Background: an optimization exercise with open tools, aiming at a short achievable clock period and few clock cycles. Do not read the settings as production practice. Function was checked by simulation only, so behaviour that the tests miss may differ from the original. Power figures rest on the tool's default switching activity, not on a simulated workload.

<file path="flow/config.mk">
export PLATFORM = sky130hd
export DESIGN_NAME = pipelined_cpu
export DESIGN_NICKNAME = pipelined_cpu
export VERILOG_FILES = /design/flow/design.v
export SDC_FILE = /design/flow/constraint.sdc
export NUM_CORES = 8
export LEC_CHECK = 0
export CAP_MARGIN = 20
export CORE_MARGIN = 2
export CORE_UTILIZATION = 40
export SLEW_MARGIN = 20
</file>
<file path="flow/constraint.sdc">
create_clock -name core_clock -period 8.0 [get_ports {clk}]
set_input_delay 1.6000 -clock core_clock [delete_from_list [all_inputs] [get_ports {clk}]]
set_output_delay 1.6000 -clock core_clock [all_outputs]
set_load 0.01 [all_outputs]
</file>
<file path="flow/design.v">
package cpu_pkg;
    localparam int DATA_W = 32;
    localparam int ADDR_W = 32;
    localparam int REG_AW = 5;
    localparam int OPCODE_HI = 31;
    localparam int OPCODE_LO = 26;
    localparam int RS_HI     = 25;
    localparam int RS_LO     = 21;
    localparam int RT_HI     = 20;
    localparam int RT_LO     = 16;
    localparam int RD_HI     = 15;
    localparam int RD_LO     = 11;
    localparam int FUNCT_HI  = 5;
    localparam int FUNCT_LO  = 0;
    localparam int IMM_HI    = 15;
    localparam int IMM_LO    = 0;
    localparam int TARGET_HI = 25;
    localparam int TARGET_LO = 0;
    localparam logic [5:0] OP_RTYPE = 6'h00;
    localparam logic [5:0] OP_ADDI  = 6'h08;
    localparam logic [5:0] OP_LW    = 6'h23;
    localparam logic [5:0] OP_SW    = 6'h2b;
    localparam logic [5:0] OP_BEQ   = 6'h04;
    localparam logic [5:0] OP_J     = 6'h02;
    localparam logic [5:0] FN_ADD = 6'h20;
    localparam logic [5:0] FN_SUB = 6'h22;
    localparam logic [5:0] FN_AND = 6'h24;
    localparam logic [5:0] FN_OR  = 6'h25;
    localparam logic [5:0] FN_SLT = 6'h2a;
    typedef enum logic [2:0] {
        ALU_ADD,
        ALU_SUB,
        ALU_AND,
        ALU_OR,
        ALU_SLT
    } alu_op_e;
endpackage
module fetch_stage #(
    parameter int IMEM_DEPTH = 64
) (
    input  logic                          clk,
    input  logic                          rst_n,
    input  logic                          run,
    input  logic                          prog_we,
    input  logic [$clog2(IMEM_DEPTH)-1:0] prog_addr,
    input  logic [cpu_pkg::DATA_W-1:0]    prog_data,
    input  logic                          stall,
    input  logic                          redirect,
    input  logic [cpu_pkg::ADDR_W-1:0]    redirect_pc,
    output logic                          if_id_valid,
    output logic [cpu_pkg::DATA_W-1:0]    if_id_inst,
    output logic [cpu_pkg::ADDR_W-1:0]    if_id_pc4,
    output logic [cpu_pkg::ADDR_W-1:0]    pc,
    output logic [cpu_pkg::DATA_W-1:0]    inst
);
    localparam int IMEM_AW = $clog2(IMEM_DEPTH);
    localparam logic [cpu_pkg::ADDR_W-1:0] PC_STEP = 4;
    logic [cpu_pkg::DATA_W-1:0] imem [IMEM_DEPTH];
    logic [cpu_pkg::ADDR_W-1:0] pc4;
    always_ff @(posedge clk) begin
        if (prog_we) begin
            imem[prog_addr] <= prog_data;
        end
    end
    assign inst = imem[pc[IMEM_AW+1:2]];
    assign pc4  = pc + PC_STEP;
    always_ff @(posedge clk or negedge rst_n) begin
        if (!rst_n) begin
            pc <= '0;
        end else if (!run) begin
            pc <= '0;
        end else if (redirect) begin
            pc <= redirect_pc;
        end else if (!stall) begin
            pc <= pc4;
        end
    end
    always_ff @(posedge clk or negedge rst_n) begin
        if (!rst_n) begin
            if_id_valid <= 1'b0;
        end else if (!run || redirect) begin
            if_id_valid <= 1'b0;
        end else if (!stall) begin
            if_id_valid <= 1'b1;
        end
    end
    always_ff @(posedge clk) begin
        if (!stall) begin
            if_id_inst <= inst;
            if_id_pc4  <= pc4;
        end
    end
endmodule
module reg_file (
    input  logic                       clk,
    input  logic                       rst_n,
    input  logic [cpu_pkg::REG_AW-1:0] raddr1,
    input  logic [cpu_pkg::REG_AW-1:0] raddr2,
    input  logic                       wb_en,
    input  logic [cpu_pkg::REG_AW-1:0] wb_addr,
    input  logic [cpu_pkg::DATA_W-1:0] wb_data,
    output logic [cpu_pkg::DATA_W-1:0] rdata1,
    output logic [cpu_pkg::DATA_W-1:0] rdata2
);
    logic [cpu_pkg::DATA_W-1:0] regs [32];
    always_ff @(posedge clk or negedge rst_n) begin
        if (!rst_n) begin
            for (int i = 0; i < 32; i++) begin
                regs[i] <= '0;
            end
        end else if (wb_en && wb_addr != '0) begin
            regs[wb_addr] <= wb_data;
        end
    end
    assign rdata1 = (raddr1 == '0) ? '0 : (wb_en && wb_addr == raddr1) ? wb_data : regs[raddr1];
    assign rdata2 = (raddr2 == '0) ? '0 : (wb_en && wb_addr == raddr2) ? wb_data : regs[raddr2];
endmodule
module decode_stage (
    input  logic                       clk,
    input  logic                       rst_n,
    input  logic                       if_id_valid,
    input  logic [cpu_pkg::DATA_W-1:0] if_id_inst,
    input  logic [cpu_pkg::ADDR_W-1:0] if_id_pc4,
    input  logic [cpu_pkg::DATA_W-1:0] rdata1,
    input  logic [cpu_pkg::DATA_W-1:0] rdata2,
    input  logic                       redirect,
    output logic [cpu_pkg::REG_AW-1:0] raddr1,
    output logic [cpu_pkg::REG_AW-1:0] raddr2,
    output logic                       stall,
    output logic                       id_ex_valid,
    output cpu_pkg::alu_op_e           id_ex_alu_op,
    output logic                       id_ex_alu_src,
    output logic                       id_ex_reg_write,
    output logic                       id_ex_mem_read,
    output logic                       id_ex_mem_write,
    output logic                       id_ex_branch,
    output logic                       id_ex_jump,
    output logic [cpu_pkg::REG_AW-1:0] id_ex_rs,
    output logic [cpu_pkg::REG_AW-1:0] id_ex_rt,
    output logic [cpu_pkg::REG_AW-1:0] id_ex_dest,
    output logic [cpu_pkg::DATA_W-1:0] id_ex_a,
    output logic [cpu_pkg::DATA_W-1:0] id_ex_b,
    output logic [cpu_pkg::DATA_W-1:0] id_ex_imm,
    output logic [cpu_pkg::ADDR_W-1:0] id_ex_pc4,
    output logic [cpu_pkg::ADDR_W-1:0] id_ex_jump_pc
);
    logic [5:0]                 opcode;
    logic [5:0]                 funct;
    logic [cpu_pkg::REG_AW-1:0] rs;
    logic [cpu_pkg::REG_AW-1:0] rt;
    logic [cpu_pkg::REG_AW-1:0] rd;
    logic [cpu_pkg::DATA_W-1:0] imm;
    cpu_pkg::alu_op_e           alu_op;
    logic alu_src, reg_write, mem_read, mem_write, branch, jump, uses_rt;
    assign opcode = if_id_inst[cpu_pkg::OPCODE_HI:cpu_pkg::OPCODE_LO];
    assign funct  = if_id_inst[cpu_pkg::FUNCT_HI:cpu_pkg::FUNCT_LO];
    assign rs     = if_id_inst[cpu_pkg::RS_HI:cpu_pkg::RS_LO];
    assign rt     = if_id_inst[cpu_pkg::RT_HI:cpu_pkg::RT_LO];
    assign rd     = if_id_inst[cpu_pkg::RD_HI:cpu_pkg::RD_LO];
    assign imm    = {{16{if_id_inst[cpu_pkg::IMM_HI]}},
                     if_id_inst[cpu_pkg::IMM_HI:cpu_pkg::IMM_LO]};
    assign raddr1 = rs;
    assign raddr2 = rt;
    always_comb begin
        alu_op    = cpu_pkg::ALU_ADD;
        alu_src   = 1'b0;
        reg_write = 1'b0;
        mem_read  = 1'b0;
        mem_write = 1'b0;
        branch    = 1'b0;
        jump      = 1'b0;
        case (opcode)
            cpu_pkg::OP_RTYPE: begin
                reg_write = 1'b1;
                case (funct)
                    cpu_pkg::FN_ADD: alu_op = cpu_pkg::ALU_ADD;
                    cpu_pkg::FN_SUB: alu_op = cpu_pkg::ALU_SUB;
                    cpu_pkg::FN_AND: alu_op = cpu_pkg::ALU_AND;
                    cpu_pkg::FN_OR:  alu_op = cpu_pkg::ALU_OR;
                    cpu_pkg::FN_SLT: alu_op = cpu_pkg::ALU_SLT;
                    default:         reg_write = 1'b0;
                endcase
            end
            cpu_pkg::OP_ADDI: {alu_src, reg_write} = 2'b11;
            cpu_pkg::OP_LW:   {alu_src, reg_write, mem_read} = 3'b111;
            cpu_pkg::OP_SW:   {alu_src, mem_write} = 2'b11;
            cpu_pkg::OP_BEQ:  branch = 1'b1;
            cpu_pkg::OP_J:    jump = 1'b1;
            default:          ;
        endcase
    end
    assign uses_rt = (opcode == cpu_pkg::OP_RTYPE) || mem_write || branch;
    assign stall = if_id_valid && id_ex_valid && id_ex_mem_read && id_ex_dest != '0
                   && ((!jump && id_ex_dest == rs) || (uses_rt && id_ex_dest == rt));
    always_ff @(posedge clk or negedge rst_n) begin
        if (!rst_n) begin
            id_ex_valid     <= 1'b0;
            id_ex_alu_op    <= cpu_pkg::ALU_ADD;
            id_ex_alu_src   <= 1'b0;
            id_ex_reg_write <= 1'b0;
            id_ex_mem_read  <= 1'b0;
            id_ex_mem_write <= 1'b0;
            id_ex_branch    <= 1'b0;
            id_ex_jump      <= 1'b0;
        end else begin
            id_ex_valid     <= if_id_valid && !stall && !redirect;
            id_ex_alu_op    <= alu_op;
            id_ex_alu_src   <= alu_src;
            id_ex_reg_write <= reg_write;
            id_ex_mem_read  <= mem_read;
            id_ex_mem_write <= mem_write;
            id_ex_branch    <= branch;
            id_ex_jump      <= jump;
        end
    end
    always_ff @(posedge clk) begin
        id_ex_rs      <= rs;
        id_ex_rt      <= rt;
        id_ex_dest    <= (opcode == cpu_pkg::OP_RTYPE) ? rd : rt;
        id_ex_a       <= rdata1;
        id_ex_b       <= rdata2;
        id_ex_imm     <= imm;
        id_ex_pc4     <= if_id_pc4;
        id_ex_jump_pc <= {if_id_pc4[31:28], if_id_inst[cpu_pkg::TARGET_HI:cpu_pkg::TARGET_LO],
                          2'b00};
    end
endmodule
module execute_stage (
    input  logic                       clk,
    input  logic                       rst_n,
    input  logic                       id_ex_valid,
    input  cpu_pkg::alu_op_e           id_ex_alu_op,
    input  logic                       id_ex_alu_src,
    input  logic                       id_ex_reg_write,
    input  logic                       id_ex_mem_read,
    input  logic                       id_ex_mem_write,
    input  logic                       id_ex_branch,
    input  logic                       id_ex_jump,
    input  logic [cpu_pkg::REG_AW-1:0] id_ex_rs,
    input  logic [cpu_pkg::REG_AW-1:0] id_ex_rt,
    input  logic [cpu_pkg::REG_AW-1:0] id_ex_dest,
    input  logic [cpu_pkg::DATA_W-1:0] id_ex_a,
    input  logic [cpu_pkg::DATA_W-1:0] id_ex_b,
    input  logic [cpu_pkg::DATA_W-1:0] id_ex_imm,
    input  logic [cpu_pkg::ADDR_W-1:0] id_ex_pc4,
    input  logic [cpu_pkg::ADDR_W-1:0] id_ex_jump_pc,
    input  logic                       mem_fwd_en,
    input  logic [cpu_pkg::REG_AW-1:0] mem_fwd_addr,
    input  logic [cpu_pkg::DATA_W-1:0] mem_fwd_data,
    input  logic                       wb_en,
    input  logic [cpu_pkg::REG_AW-1:0] wb_addr,
    input  logic [cpu_pkg::DATA_W-1:0] wb_data,
    output logic                       redirect,
    output logic [cpu_pkg::ADDR_W-1:0] redirect_pc,
    output logic                       ex_mem_valid,
    output logic                       ex_mem_reg_write,
    output logic                       ex_mem_mem_read,
    output logic                       ex_mem_mem_write,
    output logic [cpu_pkg::REG_AW-1:0] ex_mem_dest,
    output logic [cpu_pkg::DATA_W-1:0] ex_mem_result,
    output logic [cpu_pkg::DATA_W-1:0] ex_mem_store_data
);
    logic [cpu_pkg::DATA_W-1:0] op_a, fwd_b, op_b, result;
    assign op_a  = (id_ex_rs == '0) ? id_ex_a :
                   (mem_fwd_en && mem_fwd_addr == id_ex_rs) ? mem_fwd_data :
                   (wb_en && wb_addr == id_ex_rs) ? wb_data : id_ex_a;
    assign fwd_b = (id_ex_rt == '0) ? id_ex_b :
                   (mem_fwd_en && mem_fwd_addr == id_ex_rt) ? mem_fwd_data :
                   (wb_en && wb_addr == id_ex_rt) ? wb_data : id_ex_b;
    assign op_b  = id_ex_alu_src ? id_ex_imm : fwd_b;
    always_comb begin
        case (id_ex_alu_op)
            cpu_pkg::ALU_SUB: result = op_a - op_b;
            cpu_pkg::ALU_AND: result = op_a & op_b;
            cpu_pkg::ALU_OR:  result = op_a | op_b;
            cpu_pkg::ALU_SLT: result = {31'b0, $signed(op_a) < $signed(op_b)};
            default:          result = op_a + op_b;
        endcase
    end
    assign redirect    = id_ex_valid && (id_ex_jump || (id_ex_branch && op_a == fwd_b));
    assign redirect_pc = id_ex_jump ? id_ex_jump_pc : id_ex_pc4 + {id_ex_imm[29:0], 2'b00};
    always_ff @(posedge clk or negedge rst_n) begin
        if (!rst_n) begin
            ex_mem_valid     <= 1'b0;
            ex_mem_reg_write <= 1'b0;
            ex_mem_mem_read  <= 1'b0;
            ex_mem_mem_write <= 1'b0;
        end else begin
            ex_mem_valid     <= id_ex_valid;
            ex_mem_reg_write <= id_ex_reg_write;
            ex_mem_mem_read  <= id_ex_mem_read;
            ex_mem_mem_write <= id_ex_mem_write;
        end
    end
    always_ff @(posedge clk) begin
        ex_mem_dest       <= id_ex_dest;
        ex_mem_result     <= result;
        ex_mem_store_data <= fwd_b;
    end
endmodule
module memory_stage #(
    parameter int DMEM_DEPTH = 64
) (
    input  logic                       clk,
    input  logic                       rst_n,
    input  logic                       ex_mem_valid,
    input  logic                       ex_mem_reg_write,
    input  logic                       ex_mem_mem_read,
    input  logic                       ex_mem_mem_write,
    input  logic [cpu_pkg::REG_AW-1:0] ex_mem_dest,
    input  logic [cpu_pkg::DATA_W-1:0] ex_mem_result,
    input  logic [cpu_pkg::DATA_W-1:0] ex_mem_store_data,
    output logic                       mem_fwd_en,
    output logic [cpu_pkg::REG_AW-1:0] mem_fwd_addr,
    output logic [cpu_pkg::DATA_W-1:0] mem_fwd_data,
    output logic                       wb_en,
    output logic [cpu_pkg::REG_AW-1:0] wb_addr,
    output logic [cpu_pkg::DATA_W-1:0] wb_data
);
    localparam int DMEM_AW = $clog2(DMEM_DEPTH);
    logic [cpu_pkg::DATA_W-1:0] dmem [DMEM_DEPTH];
    logic [DMEM_AW-1:0]         word_idx;
    assign word_idx = ex_mem_result[DMEM_AW+1:2];
    always_ff @(posedge clk or negedge rst_n) begin
        if (!rst_n) begin
            for (int i = 0; i < DMEM_DEPTH; i++) begin
                dmem[i] <= '0;
            end
        end else if (ex_mem_valid && ex_mem_mem_write) begin
            dmem[word_idx] <= ex_mem_store_data;
        end
    end
    assign mem_fwd_en   = ex_mem_valid && ex_mem_reg_write && !ex_mem_mem_read;
    assign mem_fwd_addr = ex_mem_dest;
    assign mem_fwd_data = ex_mem_result;
    always_ff @(posedge clk or negedge rst_n) begin
        if (!rst_n) begin
            wb_en <= 1'b0;
        end else begin
            wb_en <= ex_mem_valid && ex_mem_reg_write && ex_mem_dest != '0;
        end
    end
    always_ff @(posedge clk) begin
        wb_addr <= ex_mem_dest;
        wb_data <= ex_mem_mem_read ? dmem[word_idx] : ex_mem_result;
    end
endmodule
module pipelined_cpu #(
    parameter int IMEM_DEPTH = 64,
    parameter int DMEM_DEPTH = 64
) (
    input  logic                          clk,
    input  logic                          rst_n,
    input  logic                          run,
    input  logic                          prog_we,
    input  logic [$clog2(IMEM_DEPTH)-1:0] prog_addr,
    input  logic [cpu_pkg::DATA_W-1:0]    prog_data,
    output logic [cpu_pkg::ADDR_W-1:0]    pc,
    output logic [cpu_pkg::DATA_W-1:0]    inst,
    output logic                          wb_en,
    output logic [cpu_pkg::REG_AW-1:0]    wb_addr,
    output logic [cpu_pkg::DATA_W-1:0]    wb_data
);
    logic                       stall, redirect;
    logic [cpu_pkg::ADDR_W-1:0] redirect_pc;
    logic                       if_id_valid;
    logic [cpu_pkg::DATA_W-1:0] if_id_inst, rdata1, rdata2;
    logic [cpu_pkg::ADDR_W-1:0] if_id_pc4;
    logic [cpu_pkg::REG_AW-1:0] raddr1, raddr2;
    cpu_pkg::alu_op_e           id_ex_alu_op;
    logic id_ex_valid, id_ex_alu_src, id_ex_reg_write, id_ex_mem_read;
    logic id_ex_mem_write, id_ex_branch, id_ex_jump;
    logic [cpu_pkg::REG_AW-1:0] id_ex_rs, id_ex_rt, id_ex_dest;
    logic [cpu_pkg::DATA_W-1:0] id_ex_a, id_ex_b, id_ex_imm;
    logic [cpu_pkg::ADDR_W-1:0] id_ex_pc4, id_ex_jump_pc;
    logic ex_mem_valid, ex_mem_reg_write, ex_mem_mem_read, ex_mem_mem_write;
    logic [cpu_pkg::REG_AW-1:0] ex_mem_dest, mem_fwd_addr;
    logic [cpu_pkg::DATA_W-1:0] ex_mem_result, ex_mem_store_data, mem_fwd_data;
    logic                       mem_fwd_en;
    fetch_stage #(.IMEM_DEPTH(IMEM_DEPTH)) u_fetch (
        .clk, .rst_n, .run, .prog_we, .prog_addr, .prog_data,
        .stall, .redirect, .redirect_pc,
        .if_id_valid, .if_id_inst, .if_id_pc4, .pc, .inst
    );
    reg_file u_reg_file (
        .clk, .rst_n, .raddr1, .raddr2,
        .wb_en, .wb_addr, .wb_data, .rdata1, .rdata2
    );
    decode_stage u_decode (
        .clk, .rst_n, .if_id_valid, .if_id_inst, .if_id_pc4,
        .rdata1, .rdata2, .redirect, .raddr1, .raddr2, .stall,
        .id_ex_valid, .id_ex_alu_op, .id_ex_alu_src, .id_ex_reg_write,
        .id_ex_mem_read, .id_ex_mem_write, .id_ex_branch, .id_ex_jump,
        .id_ex_rs, .id_ex_rt, .id_ex_dest, .id_ex_a, .id_ex_b,
        .id_ex_imm, .id_ex_pc4, .id_ex_jump_pc
    );
    execute_stage u_execute (
        .clk, .rst_n,
        .id_ex_valid, .id_ex_alu_op, .id_ex_alu_src, .id_ex_reg_write,
        .id_ex_mem_read, .id_ex_mem_write, .id_ex_branch, .id_ex_jump,
        .id_ex_rs, .id_ex_rt, .id_ex_dest, .id_ex_a, .id_ex_b,
        .id_ex_imm, .id_ex_pc4, .id_ex_jump_pc,
        .mem_fwd_en, .mem_fwd_addr, .mem_fwd_data, .wb_en, .wb_addr, .wb_data,
        .redirect, .redirect_pc,
        .ex_mem_valid, .ex_mem_reg_write, .ex_mem_mem_read, .ex_mem_mem_write,
        .ex_mem_dest, .ex_mem_result, .ex_mem_store_data
    );
    memory_stage #(.DMEM_DEPTH(DMEM_DEPTH)) u_memory (
        .clk, .rst_n,
        .ex_mem_valid, .ex_mem_reg_write, .ex_mem_mem_read, .ex_mem_mem_write,
        .ex_mem_dest, .ex_mem_result, .ex_mem_store_data,
        .mem_fwd_en, .mem_fwd_addr, .mem_fwd_data, .wb_en, .wb_addr, .wb_data
    );
endmodule
</file>
<file path="flow/run.sh">
#!/bin/bash
# synth_recipe.tcl (not shown) runs the flow's synth.tcl, then flattens the netlist and writes it again
# the make line also repeats each setting of config.mk as NAME=value (left out here)
make -C /OpenROAD-flow-scripts/flow DESIGN_CONFIG=/design/flow/config.mk WORK_HOME=/design/flow/orfs CLKGATE_MAP_FILE= SYNTH_SCRIPT=/design/flow/synth_recipe.tcl finish
</file>
==> results.txt <==
==> through the flow <==
step	util	hold slack [ns]	instance area [sq um]	setup slack [ns]
finish	0.456	0.309	264000	0.400
global route	0.456	0.336	264000	0.323
CTS	0.455	0.309	264000	0.343
detailed placement	0.422	0.327	245000	1.57
global placement	0.422	0.324	245000	1.56
floorplan	-	0.323	232000	3.19
==> area by class of cell <==
cell class,instances,area [sq um],area share
diodes,97,243,0.000918
clock buffers,815,16400,0.0621
clock inverters,230,2540,0.00963
inverters,169,642,0.00243
multi-input cells,9375,83100,0.314
flip-flops and latches,5433,145000,0.550
well taps,7755,9700,0.0367
repair buffers,687,6270,0.0237
==> metal layers <==
metal / GRT usage / vias up / routed length [microns]
met2: 0.457 / 11568 / 406000
met5: 0.00179 / - / 508
met4: 0.175 / 50 / 63600
li1: - / 62864 / -
met1: 0.402 / 84825 / 353000
met3: 0.0998 / 3048 / 116000
==> state kept, by name, indices dropped and copies added, names as in the netlist, 15 cells and up <==
register / flops
u_fetch.if_id_inst: 32
u_memory.wb_data: 32
u_execute.ex_mem_result: 32
u_reg_file.regs: 992
u_decode.id_ex_imm: 15
u_execute.ex_mem_store_data: 32
u_decode.id_ex_pc4: 32
u_fetch.pc: 32
u_decode.id_ex_a: 32
u_memory.dmem: 2048
u_fetch.if_id_pc4: 32
u_decode.id_ex_b: 32
u_fetch.imem: 2048
==> power by group <==
part	total [W]	leakage [nW]	internal, W	switching (W)
registers	0.0306	64.2	0.0295	0.00111
logic	0.00884	34.3	0.00229	0.00655
clock network	0.0272	9.26	0.0155	0.0117
==> synth_stat cells, types with 183 or more instances <==
master    instances  area share
a22o_1          207      0.0078
dfrtp_1        3088        0.33
nor3_1          209      0.0045
nand2_1         633       0.010
nand4_1         367      0.0099
buf_1           338      0.0055
edfxtp_1       2112        0.27
mux2i_1         204      0.0088
mux2_2         2696        0.13
nand3_1         183      0.0039
a221oi_1        214      0.0081
mux4_2          479       0.046
a22oi_1        1424       0.046
clkbuf_1       1035       0.017
nor2_1          579      0.0093
a21oi_1         442      0.0095
o21ai_0         617       0.013
dfxtp_1         233       0.020
==> logic make-up after synthesis <==
| group | after synthesis | synth area share |
|---|---|---|
| mux | 3379 | 0.186 |
| compound gates | 3452 | 0.104 |
| buf+inv | 1600 | 0.0264 |
| fa+ha+maj | 129 | 0.00704 |
| xor+xnor | 158 | 0.00595 |
| flops | 5433 | 0.625 |
| simple gates | 2257 | 0.0460 |
==> final timing paths <==
check	start	endpoint	slack (ns)	cells after the start
setup / recovery	u_fetch.pc[3]$_DFFE_PN0P_	inst[30]	0.40	9
hold / removal	u_fetch.if_id_pc4[14]$_DFFE_PN_	u_decode.id_ex_pc4[14]$_DFF_P_	0.31	0
setup reg to reg	u_execute.ex_mem_mem_read$_DFF_PN0_	u_execute.ex_mem_result[0]$_DFF_P_	1.77	23
hold reg to reg	u_fetch.if_id_pc4[14]$_DFFE_PN_	u_decode.id_ex_pc4[14]$_DFF_P_	0.31	0
max in group asynchronous	rst_n	u_memory.dmem[29][18]$_DFFE_PN0P_	5.43	3
min in group asynchronous	rst_n	u_memory.dmem[35][27]$_DFFE_PN0P_	0.45	1
==> worst reg2reg max path: stages, from the launching register on <==
cell,delay (ns)
dfrtp_2,0.61
and3b_1,0.25
nand2_1,0.07
buf_4,0.34
or2_1,0.16
buf_4,0.36
a21oi_4,0.11
buf_4,0.26
o22ai_2,0.27
o21a_1,0.16
inv_1,0.06
ha_1,0.21
fa_1,0.47
o21bai_1,0.16
a21oi_1,0.14
o41a_1,0.41
a211o_1,0.34
a21oi_1,0.28
o41ai_1,0.20
o31ai_1,0.38
a21oi_1,0.18
o21bai_1,0.23
a21oi_1,0.10
or3_1,0.37
==> reports/results.tsv <==
metric	value	unit
worst_pin_slew	1.33	ns
ctsLongestPathBuffers	4	
routed_wl	939	mm
vias_per_cell	6.61	
dieArea	587000	sq um
synthCells	16408	
syn2layout_area_growth	13.7	%
grt-ovfl-total	0	
drc	0	
drtAntennaViolNets	0	
cp_num_buf_inv	2	
worst-setup-path-type	flip-flop to output pin	
maxCapViolations	0	
ios	144	
layout.nets	16420	
io_buffers	143	
final-hold-violation-count	0	
post_drt_wl_per_cell	38.2	microns
initial_core_util	0.401	
rsz0062_at_grt	false	
p_per_area	252	nW/um^2
grt_max_degree	160	
startpoint_type	flip-flop	
postSynthRegisterBits	5433	
grtUsageTotal	0.309	
cts-buffers-inserted	583	
avgSynthCellArea	14.2	sq um
ctsHtreeMaxLevel	6	
relSlewSlack	0.116	
cpMostUsedCell	a21oi_1	
crit_required	6.40	ns
syn-num-nets	16579	
ys_async_sr_fraction	0.568	
drt_iter0_drc	27863	
syn_area	232000	sq um
stdcell_count	24561	
slowest_delay	1.01	ns
setup_tns	0	ns
rows	280	
fmax	132	MHz
yosysSeqAreaShare	0.625	
vias	162355	
core_area	580000	sq um
final_common_cell	dfrtp_1	
path_delay_family	buffers and inverters	
synthFlopType	dfrtp_1	
synth_warnings	7	
place_inst	23413	
ir_drop	0.259	mV
dp_hpwl	521	mm
cts_resized	0	
dr.pass1.iters	12	
place.gp.congestion	0.926	
finalSetupViolations	0	
tritoncts	yes	
dieHeight	766	microns
clock-sinks	5433	
fin_crit_sh	0.950	
yosysUniqueCellTypes	83	
grt_pass1_wl	1280	mm
most-common-layout-cells	dfrtp_1 (3081), mux2_2 (2696), edfxtp_1 (2112)	
crit_chain	and2_2, buf_4, a21oi_1, o21ai_0, o22ai_1, nor3_1, a211oi_1, a21oi_1, clkdlybuf4s50_1	
timing.final.crit_period	7.60	ns
cts-root-buf	clkbuf_16	
clk_pin_slew	0.06	ns
clock_latency	1.10	ns
nFillCells	51461	
status	timing/DRC/antenna clean	
slew_violations	0	
grt_pass1_vias	156036	
drive_above_1_share	0.298	
end_kind	output pin	
fin_total_pwr	0.0666	W
antenna_found_initial	71	
path_max_fanout	53	
ctsHoldBuffers	0	
synth_edf_count	2112	
critPathArrivalTime	6.00	ns
cpMaxStageDelayCell	dfrtp_4	
finClkSkew	0.0928	ns
p_leak	108	nW
dieWidth	766	microns
hp-class	flip-flop to flip-flop	
post-cts-setup-buffer-count	0	
Testbench counts, summed over its fixed seeds: cycles 19,405.

afterwards: timing with drivers on the ports:
No port has a modelled driver above. Below, the same layout with a new extraction and two added sets of constraints. Step 1 sets driving cells, clkbuf_16 on the clock port and buf_2 on the other inputs (assumed; they add their load-dependent delay and slew). Step 2 moves the port delays by t, midway between the first and last clock arrival at a register: inputs arrive t later, outputs are due t later. That takes back most of the time a late clock gives input paths. a / b / c = ideal ports / drivers / drivers and shift; a / b = the first two.
shift t [ns]: 1.212
slack for setup (ns): 0.400 / 0.265 / 1.477
clock arrival spread, ns: 0.134 / 0.134
After both steps setup and hold are still met in this run. For this run, drivers alone change the setup slack by -0.135 ns; drivers and shift together by +1.077 ns.
